This design comes from an exercise in tuning for small area and a short achievable clock period on the open sky130 flow, not from production work. Where RTL was checked, it was by simulation tests only, not by an equivalence proof against the original. Function not checked in runs 1 to 3: the RTL went through the layout flow alone. Power and IR drop assume default switching activity.

===== flow/flow/run.sh =====
#!/bin/bash
# Standard synthesis, then the standard layout with two changes: ports are buffered with
# buf_2 instead of the resizer's default pick, and repair may resize a cell to any cell of the
# same function (not only the same footprint). Each make's full output goes to its own log.
set -euo pipefail
bash standard.sh synth > synth.log 2>&1
bash standard.sh MATCH_CELL_FOOTPRINT=0 "BUFFER_PORTS_ARGS=-buffer_cell sky130_fd_sc_hd__buf_2" finish > layout.log 2>&1

===== flow/standard.sh =====
#!/bin/bash
# synth_recipe.tcl (not shown) runs the flow's synth.tcl, then flattens the netlist and writes it again
# the make line also repeats each setting of config.mk as NAME=value (left out here)
make -C /OpenROAD-flow-scripts/flow DESIGN_CONFIG=/design/flow/config.mk WORK_HOME=/design/flow/orfs CLKGATE_MAP_FILE= SYNTH_SCRIPT=/design/flow/synth_recipe.tcl "${@:-finish}"

===== flow/config.mk =====
export PLATFORM = sky130hd
export DESIGN_NAME = unified_mem_pipe
export DESIGN_NICKNAME = unified_mem_pipe
export VERILOG_FILES = /design/flow/design.v
export SDC_FILE = /design/flow/constraint.sdc
export NUM_CORES = 4
export LEC_CHECK = 0
export CAP_MARGIN = 20
export CORE_MARGIN = 2
export CORE_UTILIZATION = 30
export SETUP_SLACK_MARGIN = 2.9
export SLEW_MARGIN = 20
export SYNTH_HIERARCHICAL = 1

===== flow/constraint.sdc =====
create_clock -name core_clock -period 5.5 [get_ports {clk}]
set_input_delay 1.1000 -clock core_clock [delete_from_list [all_inputs] [get_ports {clk}]]
set_output_delay 1.1000 -clock core_clock [all_outputs]
set_load 0.01 [all_outputs]

===== flow/design.v =====
module unified_mem_rsel #(
    parameter int WA = 4
) (
    input  logic            d_req,
    input  logic [WA-1:0]   d_wa,
    input  logic [WA-1:0]   f_wa,
    output logic [2**WA-1:0] sel
);
    always_comb begin
        for (int w = 0; w < 2 ** WA; w++)
            sel[w] = d_req ? (d_wa == WA'(w)) : (f_wa == WA'(w));
    end
endmodule
module unified_mem_rbit #(
    parameter int N = 16
) (
    input  logic [N-1:0] sel,
    input  logic [N-1:0] d,
    output logic         q
);
    assign q = |(sel & d);
endmodule
module unified_mem_ldfmt (
    input  logic        ld_ok,
    input  logic [2:0]  f3,
    input  logic [1:0]  a,
    input  logic [31:0] w,
    output logic [31:0] r
);
    logic [3:0] bsel;    
    logic [1:0] hsel;    
    logic       lw;
    logic       sxb;     
    logic       sxh;     
    logic       sb, sh;
    assign lw      = ld_ok & (f3[1:0] == 2'b10);
    assign hsel[0] = ld_ok & (f3[1:0] == 2'b01) & ~a[1] | lw;
    assign hsel[1] = ld_ok & (f3[1:0] == 2'b01) & a[1];
    always_comb begin
        bsel = '0;
        if (ld_ok && f3[1:0] == 2'b00) bsel[a] = 1'b1;
    end
    assign sb  = ~f3[2] & ~f3[0];
    assign sh  = ~f3[2] & f3[0];
    assign sxb = sb & ((bsel[0] & w[7])  | (bsel[1] & w[15]) |
                       (bsel[2] & w[23]) | (bsel[3] & w[31]));
    assign sxh = sh & ((hsel[0] & w[15]) | (hsel[1] & w[31]));
    assign r[7:0]   = ({8{bsel[0] | hsel[0]}} & w[7:0])  | ({8{bsel[1]}} & w[15:8]) |
                      ({8{bsel[2] | hsel[1]}} & w[23:16]) | ({8{bsel[3]}} & w[31:24]);
    assign r[15:8]  = ({8{hsel[0]}} & w[15:8]) | ({8{hsel[1]}} & w[31:24]) | {8{sxb}};
    assign r[31:16] = ({16{lw}} & w[31:16]) | {16{sxb | sxh}};
endmodule
module unified_mem_pipe #(
    parameter int ADDR_W   = 6,
    parameter int READ_LAT = 1,
    parameter int CNT_W    = 16
) (
    input  logic              clk,
    input  logic              rst_n,
    input  logic              if_req,
    input  logic [ADDR_W-1:0] if_addr,
    output logic              if_ready,
    output logic              if_valid,
    output logic [31:0]       if_rdata,
    input  logic              d_req,
    input  logic              d_we,
    input  logic [2:0]        d_funct3,
    input  logic [ADDR_W-1:0] d_addr,
    input  logic [31:0]       d_wdata,
    output logic              d_ready,
    output logic              d_valid,
    output logic [31:0]       d_rdata,
    output logic              d_err,
    output logic [CNT_W-1:0]  conflict_cnt
);
    localparam int WA    = ADDR_W - 2;
    localparam int WORDS = 2 ** WA;
    logic [31:0]       mem [WORDS];
    logic              d_acc;
    logic              if_acc;
    logic              d_err_c;
    logic              d_wr;
    logic              ld_ok;
    logic [3:0]        be;
    logic [31:0]       wd;
    logic [WORDS-1:0]  rsel;
    logic [31:0]       rd_word;
    logic [31:0]       ld_val;
    logic [CNT_W-1:0]  cnt_q;
    logic              d_vld_p0_q;
    logic              d_err_p0_q;
    logic [31:0]       d_rdata_p0_q;
    logic              if_vld_p0_q;
    logic [31:0]       if_rdata_p0_q;
    function automatic logic acc_err(input logic we, input logic [2:0] f3, input logic [1:0] a);
        logic e;
        case (f3)
            3'b000:  e = 1'b0;
            3'b001:  e = a[0];
            3'b010:  e = (a != 2'b00);
            3'b100:  e = we;
            3'b101:  e = we | a[0];
            default: e = 1'b1;
        endcase
        acc_err = e;
    endfunction
    assign d_ready  = rst_n;
    assign if_ready = rst_n & ~d_req;
    assign d_acc    = rst_n & d_req;
    assign if_acc   = rst_n & if_req & ~d_req;
    assign d_err_c  = acc_err(d_we, d_funct3, d_addr[1:0]);
    assign d_wr     = d_acc & d_we & ~d_err_c;
    assign ld_ok    = d_acc & ~d_we & ~d_err_c;
    always_comb begin
        case (d_funct3[1:0])
            2'b00:   be = 4'b0001 << d_addr[1:0];
            2'b01:   be = d_addr[1] ? 4'b1100 : 4'b0011;
            default: be = 4'b1111;
        endcase
    end
    assign wd[7:0]   = d_wdata[7:0];
    assign wd[15:8]  = (d_funct3[1:0] == 2'b00) ? d_wdata[7:0] : d_wdata[15:8];
    assign wd[23:16] = d_funct3[1] ? d_wdata[23:16] : d_wdata[7:0];
    assign wd[31:24] = d_funct3[1] ? d_wdata[31:24] :
                       (d_funct3[0] ? d_wdata[15:8] : d_wdata[7:0]);
    always_ff @(posedge clk) begin
        for (int k = 0; k < 4; k++)
            if (d_wr && be[k]) mem[d_addr[ADDR_W-1:2]][8*k +: 8] <= wd[8*k +: 8];
    end
    unified_mem_rsel #(.WA(WA)) u_rsel (
        .d_req(d_req), .d_wa(d_addr[ADDR_W-1:2]), .f_wa(if_addr[ADDR_W-1:2]), .sel(rsel)
    );
    for (genvar b = 0; b < 32; b++) begin : g_rbit
        logic [WORDS-1:0] col;
        for (genvar w = 0; w < WORDS; w++) begin : g_col
            assign col[w] = mem[w][b];
        end
        unified_mem_rbit #(.N(WORDS)) u_rbit (.sel(rsel), .d(col), .q(rd_word[b]));
    end
    unified_mem_ldfmt u_ldfmt (
        .ld_ok(ld_ok), .f3(d_funct3), .a(d_addr[1:0]), .w(rd_word), .r(ld_val)
    );
    always_ff @(posedge clk or negedge rst_n) begin
        if (!rst_n) begin
            d_vld_p0_q    <= 1'b0;
            d_err_p0_q    <= 1'b0;
            d_rdata_p0_q  <= '0;
            if_vld_p0_q   <= 1'b0;
            if_rdata_p0_q <= '0;
            cnt_q         <= '0;
        end else begin
            d_vld_p0_q    <= d_acc;
            d_err_p0_q    <= d_acc & d_err_c;
            d_rdata_p0_q  <= ld_val;
            if_vld_p0_q   <= if_acc;
            if_rdata_p0_q <= if_acc ? rd_word : '0;
            if (if_req && d_req && !(&cnt_q)) cnt_q <= cnt_q + CNT_W'(1);
        end
    end
    generate
        if (READ_LAT >= 2) begin : g_lat2
            logic        d_vld_p1_q;
            logic        d_err_p1_q;
            logic [31:0] d_rdata_p1_q;
            logic        if_vld_p1_q;
            logic [31:0] if_rdata_p1_q;
            always_ff @(posedge clk or negedge rst_n) begin
                if (!rst_n) begin
                    d_vld_p1_q    <= 1'b0;
                    d_err_p1_q    <= 1'b0;
                    d_rdata_p1_q  <= '0;
                    if_vld_p1_q   <= 1'b0;
                    if_rdata_p1_q <= '0;
                end else begin
                    d_vld_p1_q    <= d_vld_p0_q;
                    d_err_p1_q    <= d_err_p0_q;
                    d_rdata_p1_q  <= d_rdata_p0_q;
                    if_vld_p1_q   <= if_vld_p0_q;
                    if_rdata_p1_q <= if_rdata_p0_q;
                end
            end
            assign d_valid  = d_vld_p1_q;
            assign d_err    = d_err_p1_q;
            assign d_rdata  = d_rdata_p1_q;
            assign if_valid = if_vld_p1_q;
            assign if_rdata = if_rdata_p1_q;
        end else begin : g_lat1
            assign d_valid  = d_vld_p0_q;
            assign d_err    = d_err_p0_q;
            assign d_rdata  = d_rdata_p0_q;
            assign if_valid = if_vld_p0_q;
            assign if_rdata = if_rdata_p0_q;
        end
    endgenerate
    assign conflict_cnt = cnt_q;
endmodule

==> results of run 1 <==
==> metal layers <==
layer | vias to the layer above | global-route usage [%] | share of wire, % | routed length [microns]
met3 | 105 | 3.75 | 9.0 | 6020
met2 | 592 | 25.3 | 44 | 29500
met4 | 0 | 4.49 | 2.6 | 1720
met5 | - | 0 | 0 | 0
li1 | 6066 | - | - | -
met1 | 7232 | 23.7 | 44 | 29600
==> modules after synthesis, one instance, submodules excluded, a selection <==
module             flops+latches  copies in the design  cells inside
unified_mem_pipe             595                     1           845
unified_mem_ldfmt              0                     1            92
==> registers in the layout, summed over array words and instances (netlist names) <==
name and cells:
mem 512, d_rdata_p0_q 32, if_rdata_p0_q 32, cnt_q 16, d_err_p0_q 1, d_vld_p0_q 1, if_vld_p0_q 1
==> stage by stage <==
stage | worst slack, ns | power [W]
floorplan | 1.48 | 0.00543
global placement | 0.863 | 0.00576
detailed placement | 0.867 | 0.00578
CTS | 2.39 | 0.00970
global route | 2.24 | 0.00998
finish | 2.28 | 0.00971
==> final cells by class <==
cell class                      count  area share (%)
Clock buffer                       73            5.23
Clock inverter                     28           0.837
Inverter                            4          0.0507
Multi-Input combinational cell    635            21.1
Sequential cell                   595            58.9
Tap cell                         1030            4.35
Timing Repair Buffer              316            9.49
==> cells by family after synthesis <==
| logic type | share of synthesized area [%] |
|---|---|
| AO/OA/AOI/OAI | 16.0 |
| XOR/XNOR | 0.569 |
| adder cells (fa/ha/maj) | 0.0542 |
| buffers and inverters | 0.775 |
| flip-flops | 75.6 |
| multiplexers | 1.27 |
| AND/OR/NAND/NOR | 5.72 |
==> power by group <==
group          leakage (nW)  internal (W)  switching (W)
combinational          3.89      0.000342       0.000537
clock                 0.873       0.00217        0.00166
sequential             5.70       0.00497      0.0000339
total                  10.5       0.00748        0.00223
==> cells in the final DEF (no fill, tap or decap), types with 16 or more instances in the layout <==
master	count
a22o_1	128
nand2_1	36
mux2_2	16
dfrtp_1	83
nand4_1	39
clkbuf_16	67
nor2_4	64
a221oi_2	125
buf_6	61
edfxtp_1	512
buf_2	120
buf_12	22
and3_1	34
a21o_1	18
buf_4	96
==> worst max path at each step <==
stage | endpoint | slack (ns) | cells past startpoint
floorplan | d_rdata_p0_q[23]$_DFF_PN0_ | 1.48 | 10
global placement | d_rdata_p0_q[23]$_DFF_PN0_ | 0.86 | 9
detailed placement | d_rdata_p0_q[27]$_DFF_PN0_ | 0.87 | 9
CTS | d_rdata_p0_q[13]$_DFF_PN0_ | 2.39 | 12
global route | d_rdata_p0_q[13]$_DFF_PN0_ | 2.24 | 13
finish | d_rdata_p0_q[13]$_DFF_PN0_ | 2.28 | 11
==> repair_timing <==
| item | CTS | global route |
|---|---|---|
| gates resized for setup | 113 | 49 |
| setup buffers | 103 | 24 |
| pin swaps | 60 | 40 |
| setup endpoints to repair | 578 | 444 |
| cloned | 8 | 1 |
==> run summary, run 1 <==
status=complete, no violations; total negative slack=0 ns; CTS tree=yes; initial core utilization=30.3%; critical path type=in2reg; post-synthesis sequential area ratio=75.6%; Max-Cap Viols=0; Storage cell area=0.0175 sq mm; Yosys warnings=9; top-area cell type share of the netlist area=66.6%; DIE AREA=0.0792 sq mm; Cell variety after synth=55; DRT Pass-1 Iters=7; Slew HR=46.1%; # diodes=0; CTS sink cnt=595; antenna viol nets, final=0; initial antenna violation count=3; most common cell in the netlist=edfxtp_1; Root Buffer=clkbuf_16; hold endpoint=cnt_q[15]$_DFFE_PN0P_; global route overflow=0; Tcrit/Tclk final=58.5%; Clk Latency, worst-skew pair=0.62 ns; crit path cell chain=buf_12, or3b_4, o32ai_4, buf_6, a22o_1, a221oi_2, nand4_1, mux4_2, nor3b_4, buf_6, a221o_1; min-delay src=cnt_q[15]$_DFFE_PN0P_; count of input and output buffers=134; synth top area cells=edfxtp_1, dfrtp_1, a221oi_2; DRC viols=0; share of cells above drive strength 1=40.3%; cell family with most CP delay=compound AO/OA/AOI/OAI gates; largest net degree at the start of global routing=42; power per cell area=328 mW/mm^2; number of vias per cell=5.22; Layout area overhead=28.3%; Non-Filler Instances=2681; first-pass GRT wire length=95.2 mm; Hold Crit Class=reg2reg; HPWL Detailed=43.6 mm; via count=14000; Static Leak=10.5 nW; H-tree lvl count=2; Commonest cells post-synth=edfxtp_1, a221oi_2, a22o_1; GRT Total Usage=16.6%; Synth async-reset ratio=13.9%; slowest library cell on the worst path=mux4_2; Longest Clk Path Bufs=3; Placed Area=0.0259 sq mm; CP arrival=3.70 ns; Post-Syn Nets=1312; site row count=101; Highest Clock Rate=311 MHz; Critical Path Source=d_req; area of the core=0.0761 sq mm; RR Endpoint=d_rdata_p0_q[13]$_DFF_PN0_; R2R setup slack=3.10 ns; Worst Max-Slew Pin Slew=0.809 ns; Synth area leader=edfxtp_1; Post-synth EDFFs=512; Multi-input gate area=0.00625 sq mm; Fillers=6983; final core utilization=38.9%; Routed WL=66.9 mm; CP Max Fanout=8; mapped cell area=0.0231 sq mm; final setup vio count=0; min Tclk post-route=3.22 ns; dominant synthesized flop cell=edfxtp_1; WL/cell=24.9 microns; Iteration-0 DRC Markers=1289; Worst setup EP type=flip-flop; RSZ-0062 raised after global routing=yes; die width=281 microns; Die Y=281 microns; placed cells=2444; vias in the first global route=14000; CP max stage delay=0.55 ns; #FFs+latches synth=595; fin area=0.0296 sq mm; worst r2r path cells=7; number of CTS-inserted buffers=56; hold_buf cts=0; Placer Congestion=0.881; clk slew on worst S/H paths=0.06 ns; Most common cell on crit path=buf_6; # nets final=1661; Pins Over Slew Limit=0; final-report hold violation count=0; Worst Setup Start Kind=input port; Hold Path Stages=1; mean post-synth cell area=18.3 sq um; Worst VDD drop=0.226 mV; worst hold margin=0.484 ns; Buffers & Inverters on Critical Path=3; Clock Skew=0.0306 ns; FF-to-FF Start=mem[0][15]$_DFFE_PP_; Post-Synthesis Cells=1259; Crit path required time=5.98 ns; I/O Pins=137
==> run 2: changes to the inputs <==
--- a/flow/design.v
+++ b/flow/design.v
@@ -22,3 +22,32 @@
 endmodule
-module unified_mem_ldfmt (
+module unified_mem_ao4 #(
+    parameter int W = 8
+) (
+    input  logic [3:0]   c,
+    input  logic [W-1:0] d0, d1, d2, d3,
+    output logic [W-1:0] r
+);
+    assign r = ({W{c[0]}} & d0) | ({W{c[1]}} & d1) | ({W{c[2]}} & d2) | ({W{c[3]}} & d3);
+endmodule
+module unified_mem_ao3 #(
+    parameter int W = 8
+) (
+    input  logic [2:0]   c,
+    input  logic [W-1:0] d0, d1,
+    input  logic         s,
+    output logic [W-1:0] r
+);
+    assign r = ({W{c[0]}} & d0) | ({W{c[1]}} & d1) | {W{c[2] & s}};
+endmodule
+module unified_mem_ao2 #(
+    parameter int W = 16
+) (
+    input  logic [1:0]   c,
+    input  logic [W-1:0] d0,
+    input  logic         s,
+    output logic [W-1:0] r
+);
+    assign r = ({W{c[0]}} & d0) | {W{c[1] & s}};
+endmodule
+module unified_mem_ldsel (
     input  logic        ld_ok,
@@ -26,11 +55,12 @@
     input  logic [1:0]  a,
-    input  logic [31:0] w,
-    output logic [31:0] r
-);
-    logic [3:0] bsel;    
-    logic [1:0] hsel;    
-    logic       lw;
-    logic       sxb;     
-    logic       sxh;     
-    logic       sb, sh;
+    output logic [3:0]  bsel,    
+    output logic [1:0]  hsel,    
+    output logic        lw,      
+    output logic        sxb,     
+    output logic        sxw,     
+    output logic [3:0]  tx       
+);
+    logic sb, sh;
+    assign sb      = ~f3[2] & ~f3[1] & ~f3[0];
+    assign sh      = ~f3[2] & ~f3[1] & f3[0];
     assign lw      = ld_ok & (f3[1:0] == 2'b10);
@@ -42,11 +72,34 @@
     end
-    assign sb  = ~f3[2] & ~f3[0];
-    assign sh  = ~f3[2] & f3[0];
-    assign sxb = sb & ((bsel[0] & w[7])  | (bsel[1] & w[15]) |
-                       (bsel[2] & w[23]) | (bsel[3] & w[31]));
-    assign sxh = sh & ((hsel[0] & w[15]) | (hsel[1] & w[31]));
-    assign r[7:0]   = ({8{bsel[0] | hsel[0]}} & w[7:0])  | ({8{bsel[1]}} & w[15:8]) |
-                      ({8{bsel[2] | hsel[1]}} & w[23:16]) | ({8{bsel[3]}} & w[31:24]);
-    assign r[15:8]  = ({8{hsel[0]}} & w[15:8]) | ({8{hsel[1]}} & w[31:24]) | {8{sxb}};
-    assign r[31:16] = ({16{lw}} & w[31:16]) | {16{sxb | sxh}};
+    assign sxb = ld_ok & sb;
+    assign sxw = ld_ok & (sb | sh);
+    assign tx  = {(sb & a == 2'd3) | (sh & a[1]), sb & a == 2'd2,
+                  (sb & a == 2'd1) | (sh & ~a[1]), sb & a == 2'd0};
+endmodule
+module unified_mem_sgnw (
+    input  logic [3:0] tx,
+    input  logic [3:0] d,
+    output logic       s
+);
+    assign s = |(tx & d);
+endmodule
+module unified_mem_ldfmt (
+    input  logic [3:0]  bsel,
+    input  logic [1:0]  hsel,
+    input  logic        lw,
+    input  logic        sxb,
+    input  logic        sxw,
+    input  logic        sgn,
+    input  logic [31:0] w,
+    output logic [31:0] r
+);
+    unified_mem_ao4 #(.W(8)) u_b0 (
+        .c({bsel[3], bsel[2] | hsel[1], bsel[1], bsel[0] | hsel[0]}),
+        .d0(w[7:0]), .d1(w[15:8]), .d2(w[23:16]), .d3(w[31:24]), .r(r[7:0])
+    );
+    unified_mem_ao3 #(.W(8)) u_b1 (
+        .c({sxb, hsel[1], hsel[0]}), .d0(w[15:8]), .d1(w[31:24]), .s(sgn), .r(r[15:8])
+    );
+    unified_mem_ao2 #(.W(16)) u_h1 (
+        .c({sxw, lw}), .d0(w[31:16]), .s(sgn), .r(r[31:16])
+    );
 endmodule
@@ -139,4 +192,21 @@
     end
+    logic [3:0] ld_bsel;
+    logic [1:0] ld_hsel;
+    logic       ld_lw, ld_sxb, ld_sxw;
+    logic [3:0] ld_tx;
+    logic [WORDS-1:0] sgn_col;
+    logic       rd_sgn;
+    unified_mem_ldsel u_ldsel (
+        .ld_ok(ld_ok), .f3(d_funct3), .a(d_addr[1:0]), .bsel(ld_bsel), .hsel(ld_hsel),
+        .lw(ld_lw), .sxb(ld_sxb), .sxw(ld_sxw), .tx(ld_tx)
+    );
+    for (genvar w = 0; w < WORDS; w++) begin : g_sgn
+        unified_mem_sgnw u_sgnw (
+            .tx(ld_tx), .d({mem[w][31], mem[w][23], mem[w][15], mem[w][7]}), .s(sgn_col[w])
+        );
+    end
+    unified_mem_rbit #(.N(WORDS)) u_rsgn (.sel(rsel), .d(sgn_col), .q(rd_sgn));
     unified_mem_ldfmt u_ldfmt (
-        .ld_ok(ld_ok), .f3(d_funct3), .a(d_addr[1:0]), .w(rd_word), .r(ld_val)
+        .bsel(ld_bsel), .hsel(ld_hsel), .lw(ld_lw), .sxb(ld_sxb), .sxw(ld_sxw), .sgn(rd_sgn),
+        .w(rd_word), .r(ld_val)
     );
==> flow/flow/run.sh (replaced) <==
#!/bin/bash
# Standard synthesis, then the standard layout with these changes: ports are buffered with
# buf_2 instead of the resizer's default pick, repair may resize a cell to any cell of the
# same function (not only the same footprint), and the clock tree uses smaller buffers,
# larger sink clusters and no dummy loads. Each make's full output goes to its own log.
set -euo pipefail
bash standard.sh synth > synth.log 2>&1
bash standard.sh MATCH_CELL_FOOTPRINT=0 \
  "BUFFER_PORTS_ARGS=-buffer_cell sky130_fd_sc_hd__buf_2" \
  "CTS_ARGS=-sink_clustering_enable -repair_clock_nets -dont_use_dummy_load -sink_clustering_size 16 -sink_clustering_max_diameter 60 -buf_list {sky130_fd_sc_hd__clkbuf_4 sky130_fd_sc_hd__clkbuf_8}" \
  finish > layout.log 2>&1
==> run summary, run 2 <==
CP arrival=3.05 ns (was 3.70 ns); Pins Over Slew Limit=0 (unchanged); Post-synth EDFFs=512 (unchanged); initial antenna violation count=11 (was 3); HPWL Detailed=45.7 mm (was 43.6 mm); Post-Syn Nets=1374 (was 1312); Max-Cap Viols=0 (unchanged); clk slew on worst S/H paths=0.07 ns (was 0.06 ns); min Tclk post-route=2.77 ns (was 3.22 ns); Worst setup EP type=flip-flop (unchanged); # nets final=1649 (was 1661); Sequential Power Share=62.8% (was 51.5%); Routed WL=68.5 mm (was 66.9 mm); vias in the first global route=14200 (was 14000); FF-to-FF Start=mem[0][7]$_DFFE_PP_ (was mem[0][15]$_DFFE_PP_); Worst VDD drop=0.131 mV (was 0.226 mV); Longest Clk Path Bufs=3 (unchanged); CP Max Fanout=8 (unchanged); number of CTS-inserted buffers=49 (was 56); DRT Pass-1 Iters=8 (was 7); crit path cell chain=buf_2, nand3_1, nor3b_1, nand3_1, nor2_4 (was buf_12, or3b_4, o32ai_4, buf_6, a22o_1, a221oi_2, nand4_1, mux4_2, nor3b_4, buf_6, a221o_1); mapped cell area=0.0236 sq mm (was 0.0231 sq mm); Layout area overhead=19.2% (was 28.3%); Worst Max-Slew Pin Slew=0.715 ns (was 0.809 ns); Synth area leader=edfxtp_1 (unchanged); Yosys warnings=9 (unchanged); Placer Congestion=0.886 (was 0.881); CTS sink cnt=595 (unchanged); slowest library cell on the worst path=nand3_1 (was mux4_2); max reg flops=512 (unchanged); synth top area cells=edfxtp_1, dfrtp_1, a221oi_2 (unchanged); WL/cell=25.9 microns (was 24.9 microns); Psw=0.00191 W (was 0.00223 W); Worst Setup Start Kind=input port (unchanged); clock power share=26.8% (was 39.4%); GRT Total Usage=16.4% (was 16.6%); largest net degree at the start of global routing=43 (was 42); power per cell area=283 mW/mm^2 (was 328 mW/mm^2); mean post-synth cell area=17.9 sq um (was 18.3 sq um); Root Buffer=clkbuf_8 (was clkbuf_16); DIE AREA=0.0810 sq mm (was 0.0792 sq mm); final-report hold violation count=0 (unchanged); xor/xnor share of the synthesized area=0.334% (was 0.569%); Hold Crit Class=in2async (was reg2reg); most frequent cells in the layout=edfxtp_1, a22o_1, a221oi_2 (unchanged); critical path type=in2reg (unchanged); CP max stage delay=0.57 ns (was 0.55 ns); CTS tree=yes (unchanged); final setup vio count=0 (unchanged); hold_buf cts=0 (unchanged); total negative slack=0 ns (unchanged); dominant synthesized flop cell=edfxtp_1 (unchanged); Clock Skew=0.0515 ns (was 0.0306 ns); Cell variety after synth=63 (was 55); Fillers=7216 (was 6983); initial core utilization=30.4% (was 30.3%); area of the core=0.0777 sq mm (was 0.0761 sq mm); simple-gate share of the synthesized area=6.46% (was 5.72%); DRC viols=0 (unchanged); antenna viol nets, final=0 (unchanged); largest family of logic cells by synthesized area=compound AO/OA/AOI/OAI gates (unchanged); Synth Area in Compound Gates=17.1% (was 16.0%); Combinational Power Share=10.4% (was 9.1%); count of input and output buffers=134 (unchanged); mux share of post-synthesis cell area=1.20% (was 1.27%); via count=14300 (was 14000); I/O Pins=137 (unchanged); global route overflow=0 (unchanged); Most common cell on crit path=nand3_1 (was buf_6); die width=285 microns (was 281 microns); post-synthesis sequential area ratio=73.9% (was 75.6%); most common cell after layout, fill and taps aside=edfxtp_1 (unchanged); Post-Synthesis Cells=1321 (was 1259); Highest Clock Rate=360 MHz (was 311 MHz); Clk Latency, worst-skew pair=0.66 ns (was 0.62 ns); Static Leak=9.65 nW (was 10.5 nW); site row count=102 (was 101); Internal Power=0.00607 W (was 0.00748 W); RSZ-0062 raised after global routing=yes (unchanged); #FFs+latches synth=595 (unchanged); number of vias per cell=5.40 (was 5.22); share of cells above drive strength 1=37.9% (was 40.3%); Pwr Total=0.00798 W (was 0.00971 W); status=complete, no violations (unchanged); Commonest cells post-synth=edfxtp_1, a22o_1, a221oi_2 (was edfxtp_1, a221oi_2, a22o_1); first-pass GRT wire length=98.4 mm (was 95.2 mm); Tcrit/Tclk final=50.4% (was 58.5%); Critical Path Source=d_we (was d_req); Slew HR=52.3% (was 46.1%); adder-cell share of the synthesized area=0.0530% (was 0.0542%); Synth async-reset ratio=13.9% (unchanged); most common cell in the netlist=edfxtp_1 (unchanged); top-area cell type share of the netlist area=65.1% (was 66.6%); Sw Share=23.9% (was 23.0%); Crit path required time=5.77 ns (was 5.98 ns); Die Y=285 microns (was 281 microns); H-tree lvl count=2 (unchanged); Iteration-0 DRC Markers=1349 (was 1289)
==> run 2: changes by cell type after synthesis, moves of 10 or more <==
cell | before | now
a22o_1 | 128 | 143
a21o_1 | 18 | 0
a22oi_2 | 0 | 13
a21oi_1 | 12 | 2
nand2_1 | 43 | 62
a221o_1 | 15 | 1
a22oi_1 | 15 | 57
==> run 2: kinds of logic after synthesis <==
logic type,count (synthesis)
mux,26
compound gates,373
fa+ha+maj,1
simple gates,286
buf+inv,31
flops,595
xor+xnor,9
==> run 2: metrics by stage <==
step                      instance area, sq um  cells  hold slack, ns  setup slack [ns]  utilization [%]
after floorplan                          24000   1321           0.537              1.79                -
after global placement                   26100   2506           0.521             0.957             33.6
after detailed placement                 26100   2507           0.526             0.914             33.6
after CTS                                27700   2620           0.431              2.84             35.7
after global routing                     28200   2638           0.442              2.75             36.2
final                                    28200   2639           0.472              2.73             36.2
==> run 2: repair_timing <==
item,4_1_cts,5_1_grt
gates cloned,6,4
setup endpoints to repair,498,210
resized for setup,73,58
setup buffers,58,10
pin swaps,35,26
==> run 2: worst max-delay path: cells and delay by family <==
kind | cells | cell delay [ns]
AND/OR/NAND/NOR | 4 | 1.78
buffers and inverters | 1 | 0.15
==> run 2: cell type report <==
class	count	area, sq um	area share (%)
timing repair buffer	252	2030	7.19
sequential	595	17500	62.0
antenna	5	12.5	0.0444
tap	1040	1300	4.62
inverter	2	7.51	0.0267
multi-input combinational	696	6680	23.7
clock buffer	49	674	2.40
==> run 2: Yosys stat by module, one instance, submodules excluded, a selection <==
module             times used  flip-flops and latches  area, sq um
unified_mem_ldfmt           1                       0         12.5
unified_mem_ldsel           1                       0          138
unified_mem_sgnw           16                       0         18.8
unified_mem_pipe            1                     595        19000
==> run 2: per-layer routing <==
metal / share of wire (%) / track usage (%)
met1: 43 / 23.0
met2: 45 / 25.6
met3: 9.0 / 3.90
met4: 2.7 / 4.41
met5: 0.067 / 0
==> run 2: worst paths after layout <==
kind,endpoint,slack [ns],depth (start not counted)
worst max-delay path,mem[14][11]$_DFFE_PP_,2.73,5
max in group asynchronous,d_rdata_p0_q[31]$_DFF_PN0_,4.62,4
worst min register to register,cnt_q[14]$_DFFE_PN0P_,0.53,1
worst min-delay path,d_rdata_p0_q[11]$_DFF_PN0_,0.47,3
min in group core_clock,cnt_q[14]$_DFFE_PN0P_,0.53,1
worst max register to register,d_rdata_p0_q[19]$_DFF_PN0_,3.56,8
==> run 2: power groups by stage <==
stage	Combinational, W	Clock [W]	Sequential [W]
finish	0.000832	0.00214	0.00501
global route	0.000882	0.00236	0.00501
CTS	0.000793	0.00220	0.00500
detailed placement	0.000688	0	0.00511
global placement	0.000674	0	0.00510
floorplan	0.000348	0	0.00511
==> run 3: changes to the inputs <==
--- a/flow/config.mk
+++ b/flow/config.mk
@@ -9,3 +9,3 @@
 export CORE_MARGIN = 2
-export CORE_UTILIZATION = 30
+export CORE_UTILIZATION = 50
 export SETUP_SLACK_MARGIN = 2.9
==> run summary, run 3 <==
status=complete, no violations (unchanged); Clock Skew=0.0408 ns (was 0.0515 ns); Crit path required time=4.40 ns (was 5.77 ns); Hold Crit Class=in2async (unchanged); post-synthesis sequential area ratio=73.9% (unchanged); Iteration-0 DRC Markers=1295 (was 1349); Worst VDD drop=0.239 mV (was 0.131 mV); largest net degree at the start of global routing=38 (was 43); GRT Total Usage=27.1% (was 16.4%); number of CTS-inserted buffers=46 (was 49); RSZ-0062 raised after global routing=yes (unchanged); crit path cell chain=buf_16, buf_16, nor2b_4, buf_12, buf_6 (was buf_2, nand3_1, nor3b_1, nand3_1, nor2_4); clk slew on worst S/H paths=0.10 ns (was 0.07 ns); initial core utilization=50.7% (was 30.4%); global route overflow=0 (unchanged); Worst Max-Slew Pin Slew=1.01 ns (was 0.715 ns); count of input and output buffers=134 (unchanged); # nets final=1662 (was 1649); Highest Clock Rate=359 MHz (was 360 MHz); top-area cell type share of the netlist area=65.1% (unchanged); CP max stage delay=0.13 ns (was 0.57 ns); power per cell area=283 mW/mm^2 (about the same); final core utilization=60.6% (was 36.2%); final-report hold violation count=0 (unchanged); slowest library cell on the worst path=nor2b_4 (was nand3_1); Die Y=221 microns (was 285 microns); Place WS=1.18 ns (was 0.914 ns); Post-Syn Nets=1374 (unchanged); DRC viols=0 (unchanged); most common cell after layout, fill and taps aside=edfxtp_1 (unchanged); max reg flops=512 (unchanged); Tcrit/Tclk final=50.7% (was 50.4%); Synth area leader=edfxtp_1 (unchanged); Post-synth EDFFs=512 (unchanged); synth top area cells=edfxtp_1, dfrtp_1, a221oi_2 (unchanged); Yosys warnings=9 (unchanged); area of the core=0.0466 sq mm (was 0.0777 sq mm); H-tree lvl count=2 (unchanged); Commonest cells post-synth=edfxtp_1, a22o_1, a221oi_2 (unchanged); site row count=79 (was 102); CP arrival=1.69 ns (was 3.05 ns); Placer Congestion=0.876 (was 0.886); antenna viol nets, final=0 (unchanged); CTS sink cnt=595 (unchanged); Max-Cap Viols=0 (unchanged); critical path type=in2out (was in2reg); # diodes=0 (was 5); number of vias per cell=6.43 (was 5.40); Cell variety after synth=63 (unchanged); min Tclk post-route=2.79 ns (was 2.77 ns); Worst Setup Start Kind=input port (unchanged); #FFs+latches synth=595 (unchanged); first-pass GRT wire length=96.5 mm (was 98.4 mm); Non-Filler Instances=2214 (was 2639); worst hold margin=0.244 ns (was 0.472 ns); Longest Clk Path Bufs=3 (unchanged); Pins Over Slew Limit=0 (unchanged); HPWL Detailed=43.8 mm (was 45.7 mm); WL/cell=30.5 microns (was 25.9 microns); Most common cell on crit path=buf_16 (was nand3_1); initial antenna violation count=3 (was 11); die width=221 microns (was 285 microns); Clk Latency, worst-skew pair=0.66 ns (about the same); Routed WL=67.6 mm (was 68.5 mm); I/O Pins=137 (unchanged); Slew HR=32.3% (was 52.3%); vias in the first global route=13800 (was 14200); placed cells=2075 (was 2507); DIE AREA=0.0490 sq mm (was 0.0810 sq mm); Worst setup EP type=primary output (was flip-flop); hold_buf cts=0 (unchanged); Synth async-reset ratio=13.9% (unchanged); final setup vio count=0 (unchanged); CP Max Fanout=3 (was 8); most common cell in the netlist=edfxtp_1 (unchanged); via count=14200 (was 14300); Root Buffer=clkbuf_8 (unchanged); Post-Synthesis Cells=1321 (unchanged); total negative slack=0 ns (unchanged); Final WS setup=2.71 ns (was 2.73 ns); dominant synthesized flop cell=edfxtp_1 (unchanged); Static Leak=9.79 nW (was 9.65 nW); mean post-synth cell area=17.9 sq um (unchanged); CTS tree=yes (unchanged); share of cells above drive strength 1=40.4% (was 37.9%); mapped cell area=0.0236 sq mm (unchanged); Layout area overhead=19.3% (was 19.2%); most frequent cells in the layout=edfxtp_1, a22o_1, buf_2 (was edfxtp_1, a22o_1, a221oi_2); DRT Pass-1 Iters=7 (was 8)
[run 3: cell counts after synthesis]
No cell type changed its count.
[run 3: worst paths after layout]
kind	end	cells past startpoint	slack (ns)	from
max	if_ready	5	2.71	rst_n
min	cnt_q[12]$_DFFE_PN0P_	1	0.24	rst_n
max reg2reg	d_rdata_p0_q[19]$_DFF_PN0_	8	3.52	mem[11][7]$_DFFE_PP_
min reg2reg	cnt_q[0]$_DFFE_PN0P_	1	0.52	cnt_q[0]$_DFFE_PN0P_
max in group asynchronous	if_rdata_p0_q[30]$_DFF_PN0_	3	4.76	rst_n
min in group core_clock	cnt_q[0]$_DFFE_PN0P_	1	0.52	cnt_q[0]$_DFFE_PN0P_
[run 3: stage by stage]
step / power (W) / cell area, sq um
final: 0.00798 / 28200
after global routing: 0.00823 / 28200
after CTS: 0.00795 / 27400
after detailed placement: 0.00579 / 25600
after global placement: 0.00578 / 25600
after floorplan: 0.00546 / 24000
[run 3: what timing repair did]
action                     CTS  global route
cloned                       8             5
setup endpoints to repair  498           272
buffers inserted            59            21
hold endpoints to repair     0             0
resized for setup          126           120
pin swaps                   42            73
[run 3: cell families after synthesis]
| family | Yosys count | synth area share (%) |
|---|---|---|
| flip-flops | 595 | 73.9 |
| AO/OA/AOI/OAI | 373 | 17.1 |
| AND/OR/NAND/NOR | 286 | 6.46 |
| buffers and inverters | 31 | 0.953 |
| multiplexers | 26 | 1.20 |
| XOR/XNOR | 9 | 0.334 |
| adder cells (fa/ha/maj) | 1 | 0.0530 |
[run 3: layer usage]
layer  vias to the layer above  share of wire [%]  routed length, microns  GRT usage, %
met4                         0                3.0                    2060          8.53
met3                       135                9.2                    6250          4.65
met1                      7240                 42                   28500          40.1
met2                       730                 46                   30900          41.1
li1                       6139                  -                       -             -
met5                         -                  0                       0             0
[run 3: Yosys stat by module, one instance, submodules excluded, excerpt]
| module | copies in the design | cell area, sq um | flops+latches | cells |
|---|---|---|---|---|
| unified_mem_pipe | 1 | 19000 | 595 | 850 |
| unified_mem_ldsel | 1 | 138 | 0 | 20 |
| unified_mem_sgnw | 16 | 18.8 | 0 | 3 |
| unified_mem_ldfmt | 1 | 12.5 | 0 | 2 |
[run 3: final cells by class]
class,count,area [sq um]
flip-flops and latches,595,17500
fillers,3460,18400
multi-input cells,696,6980
inverters,2,7.51
well taps,607,759
repair buffers,268,2360
clock buffers,46,633
[run 3: where the power goes]
part | internal [W] | switching, W
clock | 0.000750 | 0.00135
combinational | 0.000336 | 0.000546
sequential | 0.00496 | 0.0000383
[run 3: critical path, delay by kind of cell]
family / cells / cell delay [ns]
buffers and inverters: 4 / 0.46
and+or+nand+nor: 1 / 0.13
==> run 4: changes to the inputs <==
--- a/flow/design.v
+++ b/flow/design.v
@@ -13,2 +13,9 @@
 endmodule
+module unified_mem_rbit8 (
+    input  logic [7:0] sel,
+    input  logic [7:0] d,
+    output logic       q
+);
+    assign q = |(sel & d);
+endmodule
 module unified_mem_rbit #(
@@ -20,3 +27,6 @@
 );
-    assign q = |(sel & d);
+    logic q0, q1;
+    unified_mem_rbit8 u_lo (.sel(sel[7:0]),  .d(d[7:0]),  .q(q0));
+    unified_mem_rbit8 u_hi (.sel(sel[15:8]), .d(d[15:8]), .q(q1));
+    assign q = q0 | q1;
 endmodule
--- a/flow/config.mk
+++ b/flow/config.mk
@@ -10,3 +10,3 @@
 export CORE_UTILIZATION = 50
-export SETUP_SLACK_MARGIN = 2.9
+export SETUP_SLACK_MARGIN = 2.5
 export SLEW_MARGIN = 20
==> run summary, run 4 <==
HPWL Detailed=43.7 mm (was 43.8 mm); min Tclk post-route=2.95 ns (was 2.79 ns); DRT Pass-1 Iters=6 (was 7); Pwr Total=0.00775 W (was 0.00798 W); I/O Pins=137 (unchanged); area of the core=0.0453 sq mm (was 0.0466 sq mm); most common cell in the netlist=edfxtp_1 (unchanged); R2R setup slack=3.45 ns (was 3.52 ns); Final WS setup=2.55 ns (was 2.71 ns); most common cell after layout, fill and taps aside=edfxtp_1 (unchanged); hold_buf cts=0 (unchanged); Commonest cells post-synth=edfxtp_1, a22oi_1, dfrtp_1 (was edfxtp_1, a22o_1, a221oi_2); dominant synthesized flop cell=edfxtp_1 (unchanged); RSZ-0062 raised after global routing=no (was yes); cell family with most CP delay=simple AND/OR/NAND/NOR gates (was buffers and inverters); Place WS=1.12 ns (was 1.18 ns); final-report hold violation count=0 (unchanged); Buffers & Inverters on Critical Path=3 (was 4); Yosys warnings=9 (unchanged); first-pass GRT wire length=91.4 mm (was 96.5 mm); Cell variety after synth=62 (was 63); slowest library cell on the worst path=or3b_4 (was nor2b_4); Die Y=218 microns (was 221 microns); # diodes=0 (unchanged); clk slew on worst S/H paths=0.09 ns (was 0.10 ns); synth top area cells=edfxtp_1, a22oi_1, dfrtp_1 (was edfxtp_1, dfrtp_1, a221oi_2); CP max stage delay=0.46 ns (was 0.13 ns); via count=14100 (was 14200); share of cells above drive strength 1=23.3% (was 40.4%); initial antenna violation count=0 (was 3); DIE AREA=0.0475 sq mm (was 0.0490 sq mm); Pins Over Slew Limit=0 (unchanged); CP arrival=3.53 ns (was 1.69 ns); Crit path required time=6.07 ns (was 4.40 ns); total negative slack=0 ns (unchanged); Iteration-0 DRC Markers=1749 (was 1295); number of vias per cell=6.40 (was 6.43); vias in the first global route=13700 (was 13800); Post-Synthesis Cells=1387 (was 1321); Placer Congestion=0.932 (was 0.876); worst r2r path cells=7 (was 8); Synth async-reset ratio=13.9% (unchanged); Post-synth EDFFs=512 (unchanged); Static Leak=8.83 nW (was 9.79 nW); WL/cell=28.8 microns (was 30.5 microns); FF-to-FF Start=mem[13][7]$_DFFE_PP_ (was mem[11][7]$_DFFE_PP_); initial core utilization=50.5% (was 50.7%); mapped cell area=0.0229 sq mm (was 0.0236 sq mm); # nets final=1664 (was 1662); worst hold margin=0.298 ns (was 0.244 ns); site row count=78 (was 79); count of input and output buffers=134 (unchanged); Worst setup EP type=flip-flop (was primary output); critical path type=in2reg (was in2out); #FFs+latches synth=595 (unchanged); crit path cell chain=clkbuf_4, or3b_4, a22oi_2, buf_4, buf_6, a22oi_1, nand4_1, or2_1, a22oi_2, nand2_1 (was buf_16, buf_16, nor2b_4, buf_12, buf_6); Most common cell on crit path=a22oi_2 (was buf_16); number of CTS-inserted buffers=46 (unchanged); Root Buffer=clkbuf_8 (unchanged); post-synthesis sequential area ratio=76.3% (was 73.9%); H-tree lvl count=2 (unchanged); CTS sink cnt=595 (unchanged); top-area cell type share of the netlist area=67.2% (was 65.1%); Slew HR=31.9% (was 32.3%); status=complete, no violations (unchanged); mean post-synth cell area=16.5 sq um (was 17.9 sq um); Worst VDD drop=0.181 mV (was 0.239 mV); Worst Setup Start Kind=input port (unchanged); CTS tree=yes (unchanged); Layout area overhead=11.9% (was 19.3%); final core utilization=56.5% (was 60.6%); power per cell area=303 mW/mm^2 (was 283 mW/mm^2); most frequent cells in the layout=edfxtp_1, a22oi_1, buf_2 (was edfxtp_1, a22o_1, buf_2); CP Max Fanout=22 (was 3); Hold Crit Class=in2async (unchanged); RR Endpoint=d_rdata_p0_q[14]$_DFF_PN0_ (was d_rdata_p0_q[19]$_DFF_PN0_); DRC viols=0 (unchanged); Worst Max-Slew Pin Slew=1.02 ns (was 1.01 ns); Tcrit/Tclk final=53.7% (was 50.7%); largest net degree at the start of global routing=40 (was 38); Synth area leader=edfxtp_1 (unchanged); Clk Latency, worst-skew pair=0.68 ns (was 0.66 ns); final setup vio count=0 (unchanged); Fillers=3634 (was 3460); global route overflow=0 (unchanged); GRT Total Usage=26.9% (was 27.1%); Routed WL=63.7 mm (was 67.6 mm); Post-Syn Nets=1440 (was 1374); die width=218 microns (was 221 microns); Longest Clk Path Bufs=3 (unchanged); max reg flops=512 (unchanged); Max-Cap Viols=0 (unchanged); antenna viol nets, final=0 (unchanged); Highest Clock Rate=339 MHz (was 359 MHz); Clock Skew=0.0469 ns (was 0.0408 ns)
[run 4: per-layer routing]
layer	global-route usage (%)	part of all wire (%)	routed length [microns]	up-vias
met5	1.67	0.17	111	-
met4	9.50	3.3	2120	2
met3	4.99	9.2	5830	138
met2	42.2	46	29500	761
met1	37.8	41	26100	7119
li1	-	-	-	6120
[run 4: worst max-delay path by stage]
stage / to / cells past startpoint / start
floorplan: d_rdata_p0_q[21]$_DFF_PN0_ / 9 / d_req
global placement: d_rdata_p0_q[2]$_DFF_PN0_ / 9 / d_funct3[1]
detailed placement: d_rdata_p0_q[1]$_DFF_PN0_ / 9 / d_funct3[1]
CTS: mem[5][7]$_DFFE_PP_ / 4 / d_funct3[0]
global route: mem[10][11]$_DFFE_PP_ / 5 / rst_n
finish: d_rdata_p0_q[11]$_DFF_PN0_ / 10 / d_req
[run 4: worst reg2reg max path, stage by stage (launching register included)]
cell and delay, ns:
edfxtp_1 0.43, a22oi_1 0.30, nand2_1 0.10, a22oi_1 0.18, nand4_1 0.13, or2_2 0.48, nand2_2 0.22, nand3_1 0.10
[run 4: per-stage QoR]
step,area [sq um],cells
floorplan,23000,1387
global placement,24500,2134
detailed placement,24500,2134
CTS,25400,2203
global route,25600,2209
finish,25600,2209
[run 4: per-module statistics from Yosys, one instance, submodules excluded, excerpt]
module,cell area (sq um),flip-flops and latches,copies in the design,cells
unified_mem_rbit8,36.3,0,66,5
unified_mem_sgnw,18.8,0,16,3
unified_mem_ldsel,138,0,1,20
unified_mem_ldfmt,12.5,0,1,2
unified_mem_pipe,19000,595,1,850
[run 4: layout make-up]
type / count / area [sq um] / area share (%)
Tap cell: 600 / 751 / 2.93
Multi-Input combinational cell: 761 / 5460 / 21.3
Clock buffer: 46 / 633 / 2.47
Sequential cell: 595 / 17500 / 68.2
Inverter: 2 / 7.51 / 0.0293
Timing Repair Buffer: 205 / 1300 / 5.08
[run 4: power by group]
group          switching, W  internal [W]
registers         0.0000363       0.00496
clock network       0.00133      0.000750
logic              0.000468      0.000201
total               0.00184       0.00591
[run 4: cell families after synthesis]
family	after synthesis	synth area share, %
compound gates	373	12.6
xor+xnor	9	0.345
fa+ha+maj	1	0.0547
buf+inv	31	0.984
flops	595	76.3
mux	26	1.24
simple gates	352	8.47
[run 4: repair_timing]
item | 4_1_cts | 5_1_grt
pin swaps | 10 | 2
endpoints found under the setup margin | 242 | 328
buffers inserted | 22 | 6
resized for setup | 24 | 38
cloned | 1 | 0
==> run 5: changes to the inputs <==
--- a/flow/config.mk
+++ b/flow/config.mk
@@ -10,3 +10,3 @@
 export CORE_UTILIZATION = 50
-export SETUP_SLACK_MARGIN = 2.5
+export SETUP_SLACK_MARGIN = 2.9
 export SLEW_MARGIN = 20
==> run summary, run 5 <==
mapped cell area=0.0229 sq mm (unchanged); synth top area cells=edfxtp_1, a22oi_1, dfrtp_1 (unchanged); slowest library cell on the worst path=nor2_2 (was or3b_4); Yosys warnings=9 (unchanged); Root Buffer=clkbuf_8 (unchanged); Crit path required time=5.79 ns (was 6.07 ns); #FFs+latches synth=595 (unchanged); DIE AREA=0.0475 sq mm (unchanged); final core utilization=58.5% (was 56.5%); vias in the first global route=13700 (about the same); Worst setup EP type=flip-flop (unchanged); Place WS=1.08 ns (was 1.12 ns); max reg flops=512 (unchanged); Worst VDD drop=0.163 mV (was 0.181 mV); Clock Skew=0.0445 ns (was 0.0469 ns); initial core utilization=50.5% (unchanged); status=complete, no violations (unchanged); most common cell in the netlist=edfxtp_1 (unchanged); Commonest cells post-synth=edfxtp_1, a22oi_1, dfrtp_1 (unchanged); share of cells above drive strength 1=29.3% (was 23.3%); critical path type=in2reg (unchanged); Static Leak=9.01 nW (was 8.83 nW); site row count=78 (unchanged); I/O Pins=137 (unchanged); Max-Cap Viols=0 (unchanged); FF-to-FF Start=mem[5][7]$_DFFE_PP_ (was mem[13][7]$_DFFE_PP_); Critical Path Source=d_req (unchanged); Placer Congestion=0.888 (was 0.932); die width=218 microns (unchanged); Clk Latency, worst-skew pair=0.66 ns (was 0.68 ns); Iteration-0 DRC Markers=1867 (was 1749); largest net degree at the start of global routing=40 (unchanged); # nets final=1677 (was 1664); dominant synthesized flop cell=edfxtp_1 (unchanged); Post-synth EDFFs=512 (unchanged); Crit. path cell count=5 (was 10); power per cell area=295 mW/mm^2 (was 303 mW/mm^2); Longest Clk Path Bufs=3 (unchanged); H-tree lvl count=2 (unchanged); Tcrit/Tclk final=51.1% (was 53.7%); hold_buf cts=0 (unchanged); HPWL Detailed=42.8 mm (was 43.7 mm); CP Max Fanout=22 (unchanged); DRC viols=0 (unchanged); via count=14300 (was 14100); crit path cell chain=buf_8, nand3_1, nor3b_1, nand2_1, nor2_2 (was clkbuf_4, or3b_4, a22oi_2, buf_4, buf_6, a22oi_1, nand4_1, or2_1, a22oi_2, nand2_1); first-pass GRT wire length=92.5 mm (was 91.4 mm); CP max stage delay=0.58 ns (was 0.46 ns); mean post-synth cell area=16.5 sq um (unchanged); total negative slack=0 ns (unchanged); Synth area leader=edfxtp_1 (unchanged); Buffers & Inverters on Critical Path=1 (was 3); Worst Setup Start Kind=input port (unchanged); clk slew on worst S/H paths=0.10 ns (was 0.09 ns); Storage cell area=0.0175 sq mm (unchanged); Highest Clock Rate=356 MHz (was 339 MHz); number of vias per cell=6.43 (was 6.40); Fillers=3466 (was 3634); WL/cell=29.3 microns (was 28.8 microns); number of CTS-inserted buffers=46 (unchanged); RSZ-0062 raised after global routing=yes (was no); Hold Crit Class=in2async (unchanged); Post-Syn Nets=1440 (unchanged); Layout area overhead=15.8% (was 11.9%); worst r2r path cells=6 (was 7); final setup vio count=0 (unchanged); area of the core=0.0453 sq mm (unchanged); count of input and output buffers=134 (unchanged); Multi-input gate area=0.00609 sq mm (was 0.00546 sq mm); CP arrival=3.10 ns (was 3.53 ns); Post-Synthesis Cells=1387 (unchanged); post-synthesis sequential area ratio=76.3% (unchanged); initial antenna violation count=2 (was 0); Pins Over Slew Limit=0 (unchanged); Routed WL=65.0 mm (was 63.7 mm); CTS tree=yes (unchanged); global route overflow=0 (unchanged); Synth async-reset ratio=13.9% (unchanged); Die Y=218 microns (unchanged); final-report hold violation count=0 (unchanged); top-area cell type share of the netlist area=67.2% (unchanged); GRT Total Usage=27.2% (was 26.9%); Slew HR=57.8% (was 31.9%); most common cell after layout, fill and taps aside=edfxtp_1 (unchanged); most frequent cells in the layout=edfxtp_1, a22oi_1, buf_2 (unchanged); cell family with most CP delay=simple AND/OR/NAND/NOR gates (unchanged); CTS sink cnt=595 (unchanged); Worst Max-Slew Pin Slew=0.627 ns (was 1.02 ns); antenna viol nets, final=0 (unchanged); DRT Pass-1 Iters=6 (unchanged); Final WS setup=2.69 ns (was 2.55 ns); min Tclk post-route=2.81 ns (was 2.95 ns); Cell variety after synth=62 (unchanged)
==> run 5: through the flow <==
step           instance area [sq um]  cells  hold slack, ns  power [W]
2_1_floorplan                  23300   1387           0.537    0.00542
3_3_place_gp                   24800   2136           0.501    0.00573
3_5_place_dp                   24800   2136           0.510    0.00574
4_1_cts                        26100   2210           0.214    0.00781
5_1_grt                        26500   2222           0.221    0.00807
6_report                       26500   2223           0.257    0.00781
==> run 5: where the power goes <==
part / total (W) / switching, W / internal [W] / leakage (nW)
clock: 0.00207 / 0.00132 / 0.000750 / 0.331
sequential: 0.00500 / 0.0000378 / 0.00496 / 5.70
combinational: 0.000742 / 0.000490 / 0.000252 / 2.98
total: 0.00781 / 0.00185 / 0.00597 / 9.01
==> run 5: kinds of logic after synthesis <==
family          share of synthesized area (%)
flops                                    76.3
fa+ha+maj                              0.0547
xor+xnor                                0.345
compound gates                           12.6
simple gates                             8.47
buf+inv                                 0.984
mux                                      1.24
==> run 5: repair_timing <==
item,4_1_cts,5_1_grt
endpoints found under the hold margin,0,0
gates cloned,3,5
resized for setup,104,86
pin swaps,10,16
setup buffers,25,7
endpoints found under the setup margin,455,322
==> run 5: layout make-up <==
class / count / area share, %
inverter: 2 / 0.0283
sequential: 595 / 65.8
timing repair buffer: 214 / 5.92
clock buffer: 46 / 2.39
antenna: 1 / 0.00944
tap: 600 / 2.83
multi-input combinational: 765 / 23.0
==> run 5: worst paths after layout <==
kind | end | slack, ns
min in group core_clock | cnt_q[15]$_DFFE_PN0P_ | 0.52
max in group asynchronous | d_rdata_p0_q[5]$_DFF_PN0_ | 4.76
worst min register to register | cnt_q[15]$_DFFE_PN0P_ | 0.52
worst max-delay path | mem[1][1]$_DFFE_PP_ | 2.69
worst min-delay path | cnt_q[10]$_DFFE_PN0P_ | 0.26
worst max register to register | d_rdata_p0_q[16]$_DFF_PN0_ | 3.49
==> run 5: modules after synthesis, one instance, submodules excluded, excerpt <==
| module | cell area [sq um] | flip-flops and latches | cells |
|---|---|---|---|
| unified_mem_ldfmt | 12.5 | 0 | 2 |
| unified_mem_rbit8 | 36.3 | 0 | 5 |
| unified_mem_sgnw | 18.8 | 0 | 3 |
| unified_mem_ldsel | 138 | 0 | 20 |
| unified_mem_pipe | 19000 | 595 | 850 |
==> run 5: metal layers <==
metal | share of wire, % | wire (microns) | global-route usage, % | vias to the layer above
met4 | 3.1 | 2020 | 9.23 | 2
met1 | 42 | 27300 | 38.6 | 7211
met5 | 0.017 | 11 | 0 | -
met3 | 9.7 | 6340 | 6.04 | 136
met2 | 45 | 29400 | 41.7 | 769
li1 | - | - | - | 6171
==> run 6: changes to the inputs <==
--- a/flow/config.mk
+++ b/flow/config.mk
@@ -10,4 +10,5 @@
 export CORE_UTILIZATION = 50
-export SETUP_SLACK_MARGIN = 2.9
+export SETUP_SLACK_MARGIN = 3.2
 export SLEW_MARGIN = 20
 export SYNTH_HIERARCHICAL = 1
+export TNS_END_PERCENT = 0
==> run summary, run 6 <==
Routed WL=69.5 mm (was 65.0 mm); antenna viol nets, final=0 (unchanged); Place WS=1.25 ns (was 1.08 ns); Commonest cells post-synth=edfxtp_1, a22oi_1, dfrtp_1 (unchanged); Iteration-0 DRC Markers=1809 (was 1867); Fillers=3425 (was 3466); Clock Skew=0.0479 ns (was 0.0445 ns); most frequent cells in the layout=edfxtp_1, a22oi_1, buf_4 (was edfxtp_1, a22oi_1, buf_2); mapped cell area=0.0229 sq mm (unchanged); Layout area overhead=18.4% (was 15.8%); clock power share=26.3% (was 26.5%); count of input and output buffers=134 (unchanged); Yosys warnings=9 (unchanged); slowest library cell on the worst path=or2_4 (was nor2_2); total negative slack=0 ns (unchanged); #FFs+latches synth=595 (unchanged); H-tree lvl count=2 (unchanged); I/O Pins=137 (unchanged); Clk Latency, worst-skew pair=0.66 ns (about the same); initial core utilization=50.5% (unchanged); top layer in use=met4 (was met5); post-synthesis sequential area ratio=76.3% (unchanged); Worst Setup Start Kind=input port (unchanged); DRC viols=0 (unchanged); metal2 WL=31.3 mm (was 29.4 mm); CTS tree=yes (unchanged); CP Max Fanout=9 (was 22); worst r2r path cells=7 (was 6); placed cells=2122 (was 2136); clk slew on worst S/H paths=0.09 ns (was 0.10 ns); site row count=78 (unchanged); largest net degree at the start of global routing=46 (was 40); Post-synth EDFFs=512 (unchanged); status=complete, no violations (unchanged); Final WS setup=2.89 ns (was 2.69 ns); DIE AREA=0.0475 sq mm (unchanged); Pwr Total=0.00783 W (was 0.00781 W); most common cell in the netlist=edfxtp_1 (unchanged); crit path cell chain=buf_16, nor2_4, and3b_4, a22oi_2, nand2_1, a22oi_2, nand4_1, buf_4, or2_4, a22o_4 (was buf_8, nand3_1, nor3b_1, nand2_1, nor2_2); synth top area cells=edfxtp_1, a22oi_1, dfrtp_1 (unchanged); final-report hold violation count=0 (unchanged); vias in the first global route=14000 (was 13700); Die Y=218 microns (unchanged); Synth area leader=edfxtp_1 (unchanged); Hold Crit Class=in2async (unchanged); dominant synthesized flop cell=edfxtp_1 (unchanged); Tcrit/Tclk final=47.5% (was 51.1%); Storage cell area=0.0175 sq mm (unchanged); power per cell area=289 mW/mm^2 (was 295 mW/mm^2); HPWL Detailed=42.3 mm (was 42.8 mm); Pins Over Slew Limit=0 (unchanged); R2R setup slack=3.52 ns (was 3.49 ns); final core utilization=59.8% (was 58.5%); Psw=0.00187 W (was 0.00185 W); Cell variety after synth=62 (unchanged); Post-Synthesis Cells=1387 (unchanged); Internal Power=0.00596 W (was 0.00597 W); initial antenna violation count=0 (was 2); Worst VDD drop=0.154 mV (was 0.163 mV); Post-Syn Nets=1440 (unchanged); Sequential Power Share=63.9% (was 64.0%); hold_buf cts=0 (unchanged); area of the core=0.0453 sq mm (unchanged); mean post-synth cell area=16.5 sq um (unchanged); number of CTS-inserted buffers=45 (was 46); DRT Pass-1 Iters=5 (was 6); most common cell after layout, fill and taps aside=edfxtp_1 (unchanged); Placer Congestion=0.935 (was 0.888); critical path type=in2reg (unchanged); Longest Clk Path Bufs=3 (unchanged); Non-Filler Instances=2304 (was 2223); M1 WL=28.1 mm (was 27.3 mm); RSZ-0062 raised after global routing=yes (unchanged); number of vias per cell=6.44 (was 6.43); Synth async-reset ratio=13.9% (unchanged); first-pass GRT wire length=95.5 mm (was 92.5 mm); Most common cell on crit path=a22oi_2; GRT Total Usage=28.2% (was 27.2%); # diodes=0 (was 1); min Tclk post-route=2.61 ns (was 2.81 ns); CP arrival=3.15 ns (was 3.10 ns); top-area cell type share of the netlist area=67.2% (unchanged); Slew HR=39.0% (was 57.8%); Worst setup EP type=flip-flop (unchanged); Combinational Power Share=9.8% (was 9.5%); WL/cell=30.2 microns (was 29.3 microns); Highest Clock Rate=382 MHz (was 356 MHz); via count=14800 (was 14300); global route overflow=0 (unchanged); final setup vio count=0 (unchanged); share of cells above drive strength 1=31.0% (was 29.3%); Multi-input gate area=0.00579 sq mm (was 0.00609 sq mm); max reg flops=512 (unchanged); Max-Cap Viols=0 (unchanged); DR WL met3=7.48 mm (was 6.34 mm); # nets final=1759 (was 1677); CP max stage delay=0.33 ns (was 0.58 ns); Root Buffer=clkbuf_8 (unchanged); die width=218 microns (unchanged); Crit path required time=6.04 ns (was 5.79 ns); CTS sink cnt=595 (unchanged); Sw Share=23.8% (was 23.6%); Static Leak=9.53 nW (was 9.01 nW); Worst Max-Slew Pin Slew=0.916 ns (was 0.627 ns)
==> run 6: path summary, 6_finish.rpt <==
kind / from / to
min in group core_clock: cnt_q[8]$_DFFE_PN0P_ / cnt_q[8]$_DFFE_PN0P_
max reg2reg: mem[10][23]$_DFFE_PP_ / d_rdata_p0_q[31]$_DFF_PN0_
max: d_funct3[0] / d_rdata_p0_q[31]$_DFF_PN0_
min: rst_n / if_rdata_p0_q[17]$_DFF_PN0_
max in group asynchronous: rst_n / d_rdata_p0_q[11]$_DFF_PN0_
min reg2reg: cnt_q[8]$_DFFE_PN0P_ / cnt_q[8]$_DFFE_PN0P_
==> run 6: timing repair <==
| item | in CTS | in global routing |
|---|---|---|
| cloned | 3 | 14 |
| pin swaps | 70 | 24 |
| gates resized for setup | 123 | 88 |
| endpoints found under the setup margin | 612 | 538 |
| buffers inserted | 99 | 18 |
==> run 6: modules after synthesis, one instance, submodules excluded, a selection <==
module	flops+latches	times used	cells	cell area [sq um]
unified_mem_rbit8	0	66	5	36.3
unified_mem_ldfmt	0	1	2	12.5
unified_mem_pipe	595	1	850	19000
unified_mem_ldsel	0	1	20	138
unified_mem_sgnw	0	16	3	18.8
==> run 6: worst max-delay path: cells and delay by family <==
kind | cells | cell delay [ns]
AOI/OAI and AO/OA | 3 | 0.65
and+or+nand+nor | 5 | 1.08
buffers and inverters | 2 | 0.30
==> run 6: area by class of cell <==
| type | count | area share (%) |
|---|---|---|
| sequential | 595 | 64.4 |
| tap | 600 | 2.77 |
| clock buffer | 45 | 2.29 |
| timing repair buffer | 296 | 9.17 |
| multi-input combinational | 766 | 21.4 |
| inverter | 2 | 0.0277 |
==> run 6: routing by layer <==
layer	vias up	GRT usage, %
met2	879	43.2
met4	0	9.48
met5	-	0
li1	6324	-
met1	7487	40.0
met3	150	6.58
==> run 6: per-stage QoR <==
step                      instance area (sq um)  hold slack [ns]
after floorplan                           23000            0.537
final                                     27100            0.259
after CTS                                 26300            0.217
after global routing                      27100            0.213
after detailed placement                  24400            0.518
after global placement                    24400            0.504
==> run 6: logic make-up (layout without fill, tap and decap cells) <==
group	after synthesis	in the layout	synth area share, %
AOI/OAI and AO/OA	373	373	12.6
xor gates and xnor gates	9	9	0.345
and+or+nand+nor	352	357	8.47
DFF	595	595	76.3
muxes	26	26	1.24
adders and majority gates	1	1	0.0547
buffers and inverters	31	343	0.984
==> run 6: power groups by stage <==
stage | Clock [W] | Sequential, W | Combinational (W)
after floorplan | 0 | 0.00511 | 0.000297
after global placement | 0 | 0.00510 | 0.000614
after detailed placement | 0 | 0.00510 | 0.000627
after CTS | 0.00209 | 0.00500 | 0.000682
after global routing | 0.00225 | 0.00501 | 0.000804
final | 0.00206 | 0.00500 | 0.000768
==> run 7: changes to the inputs <==
--- a/flow/config.mk
+++ b/flow/config.mk
@@ -10,3 +10,3 @@
 export CORE_UTILIZATION = 50
-export SETUP_SLACK_MARGIN = 3.2
+export SETUP_SLACK_MARGIN = 2.9
 export SLEW_MARGIN = 20
==> run summary, run 7 <==
final setup vio count=0 (unchanged); CP arrival=3.27 ns (was 3.15 ns); Placer Congestion=0.935 (unchanged); # diodes=0 (unchanged); Non-Filler Instances=2202 (was 2304); critical path type=in2reg (unchanged); Critical Path Source=d_addr[0] (was d_funct3[0]); max reg flops=512 (unchanged); DIE AREA=0.0475 sq mm (unchanged); placed cells=2122 (unchanged); dominant synthesized flop cell=edfxtp_1 (unchanged); Fillers=3542 (was 3425); Synth area leader=edfxtp_1 (unchanged); post-synthesis sequential area ratio=76.3% (unchanged); site row count=78 (unchanged); power per cell area=299 mW/mm^2 (was 289 mW/mm^2); Worst Max-Slew Pin Slew=0.736 ns (was 0.916 ns); Final WS setup=2.74 ns (was 2.89 ns); DR WL met3=6.65 mm (was 7.48 mm); most frequent cells in the layout=edfxtp_1, a22oi_1, buf_2 (was edfxtp_1, a22oi_1, buf_4); Post-synth EDFFs=512 (unchanged); Psw=0.00184 W (was 0.00187 W); CTS sink cnt=595 (unchanged); Commonest cells post-synth=edfxtp_1, a22oi_1, dfrtp_1 (unchanged); RR Endpoint=d_rdata_p0_q[14]$_DFF_PN0_ (was d_rdata_p0_q[31]$_DFF_PN0_); Post-Syn Nets=1440 (unchanged); Crit path required time=6.01 ns (was 6.04 ns); most common cell in the netlist=edfxtp_1 (unchanged); fin area=0.0260 sq mm (was 0.0271 sq mm); antenna viol nets, final=0 (unchanged); R2R setup slack=3.48 ns (was 3.52 ns); count of input and output buffers=134 (unchanged); Sw Share=23.7% (was 23.8%); Sequential Power Share=64.4% (was 63.9%); global route overflow=0 (unchanged); hold_buf cts=0 (unchanged); vias in the first global route=13400 (was 14000); synth top area cells=edfxtp_1, a22oi_1, dfrtp_1 (unchanged); Clk Latency, worst-skew pair=0.67 ns (was 0.66 ns); area of the core=0.0453 sq mm (unchanged); number of CTS-inserted buffers=45 (unchanged); Clock Skew=0.0468 ns (was 0.0479 ns); Slew HR=50.9% (was 39.0%); first-pass GRT wire length=93.1 mm (was 95.5 mm); Post-Synthesis Cells=1387 (unchanged); Root Buffer=clkbuf_8 (unchanged); Highest Clock Rate=362 MHz (was 382 MHz); Layout area overhead=13.5% (was 18.4%); Routed WL=65.2 mm (was 69.5 mm); die width=218 microns (unchanged); top layer in use=met4 (unchanged); top-area cell type share of the netlist area=67.2% (unchanged); RSZ-0062 raised after global routing=yes (unchanged); CTS tree=yes (unchanged); Yosys warnings=9 (unchanged); Pins Over Slew Limit=0 (unchanged); Static Leak=8.83 nW (was 9.53 nW); status=complete, no violations (unchanged); metal2 WL=29.6 mm (was 31.3 mm); FF-to-FF Start=mem[10][23]$_DFFE_PP_ (unchanged); total negative slack=0 ns (unchanged); min Tclk post-route=2.76 ns (was 2.61 ns); final-report hold violation count=0 (unchanged); worst r2r path cells=7 (unchanged); Combinational Power Share=9.1% (was 9.8%); Worst setup EP type=flip-flop (unchanged); Die Y=218 microns (unchanged); Placed Area=0.0244 sq mm (unchanged); number of vias per cell=6.42 (was 6.44); mapped cell area=0.0229 sq mm (unchanged); Max-Cap Viols=0 (unchanged)
## run 7: cell counts after synthesis
Identical to the previous run, type by type.
## run 7: how the worst min path moves through the flow
stage / startpoint / endpoint / cells past startpoint
floorplan: cnt_q[15]$_DFFE_PN0P_ / cnt_q[15]$_DFFE_PN0P_ / 1
global placement: cnt_q[15]$_DFFE_PN0P_ / cnt_q[15]$_DFFE_PN0P_ / 1
detailed placement: cnt_q[8]$_DFFE_PN0P_ / cnt_q[8]$_DFFE_PN0P_ / 1
CTS: rst_n / if_rdata_p0_q[10]$_DFF_PN0_ / 1
global route: rst_n / d_rdata_p0_q[21]$_DFF_PN0_ / 1
finish: rst_n / if_rdata_p0_q[31]$_DFF_PN0_ / 1
## run 7: area by class of cell
type,count,area [sq um],share of cell area (%)
clock buffer,45,619,2.39
inverter,2,7.51,0.0289
multi-input combinational,762,5800,22.3
sequential,595,17500,67.2
tap,600,751,2.89
timing repair buffer,198,1330,5.14
## run 7: per-module statistics from Yosys (local to each module, per instance), excerpt
module	copies in the design	area, sq um	flops+latches	cells inside
unified_mem_ldsel	1	138	0	20
unified_mem_sgnw	16	18.8	0	3
unified_mem_ldfmt	1	12.5	0	2
unified_mem_pipe	1	19000	595	850
unified_mem_rbit8	66	36.3	0	5
## run 7: cell families (layout without fill, tap and decap cells)
family	count (synthesis)	count (layout)	synth area share [%]
multiplexers	26	26	1.24
buffers and inverters	31	245	0.984
AO/OA/AOI/OAI	373	373	12.6
flip-flops	595	595	76.3
XOR/XNOR	9	9	0.345
adder cells (fa/ha/maj)	1	1	0.0547
AND/OR/NAND/NOR	352	353	8.47
## run 7: layer usage
layer / GRT usage, % / up-vias
li1: - / 6113
met1: 39.8 / 7102
met2: 42.2 / 813
met3: 5.96 / 111
met4: 7.91 / 0
met5: 0 / -
## run 7: through the flow
step	total power [W]	util (%)	hold WS, ns
2_1_floorplan	0.00541	-	0.537
3_3_place_gp	0.00571	53.9	0.504
3_5_place_dp	0.00573	53.9	0.518
4_1_cts	0.00773	55.9	0.376
5_1_grt	0.00800	57.3	0.218
6_report	0.00776	57.3	0.252
## run 7: what timing repair did
action,in CTS,in global routing
buffers inserted,21,8
pin swaps,15,5
resized for setup,40,143
endpoints found under the setup margin,578,578
cloned,0,2
## run 7: worst max-delay path: stages
cell and delay, ns:
buf_2 0.18, nor2_4 0.21, and3b_4 0.31, a22oi_2 0.33, nand2_1 0.09, a22oi_1 0.20
nand4_1 0.19, or2_4 0.39, nand2_2 0.17, nand3_1 0.10
## run 7: power groups by stage
stage	Combinational [W]	Sequential [W]	Clock [W]
2_1_floorplan	0.000297	0.00511	0
3_3_place_gp	0.000614	0.00510	0
4_1_cts	0.000636	0.00500	0.00209
6_report	0.000703	0.00500	0.00205
5_1_grt	0.000744	0.00501	0.00225
3_5_place_dp	0.000627	0.00510	0

## port drivers added, routing unchanged
The results above use ideal ports. As a check the final layouts listed here were re-extracted and re-timed, cells and wires unchanged. Step 1, drivers: a clkbuf_16 drives clk and a buf_2 each remaining input, both assumed. Step 2, shift: input delay + t, output delay - t, t = (earliest + latest rising clock arrival at the registers) / 2. This alone moves slack from input paths to output paths. Three values: ideal ports, drivers, drivers and shift; two values: the first two.
run | t (ns) | setup slack, ns
run 1 | 0.677 | 2.283 / 2.155 / 1.477
run 2 | 0.694 | 2.726 / 2.594 / 1.900
run 3 | 0.702 | 2.713 / 2.606 / 2.043
run 4 | 0.703 | 2.546 / 2.566 / 1.863
run 5 | 0.687 | 2.690 / 2.662 / 1.975
run 6 | 0.703 | 2.885 / 2.702 / 2.000
run 7 | 0.703 | 2.741 / 2.674 / 2.009
After both steps every run listed still meets setup and hold.
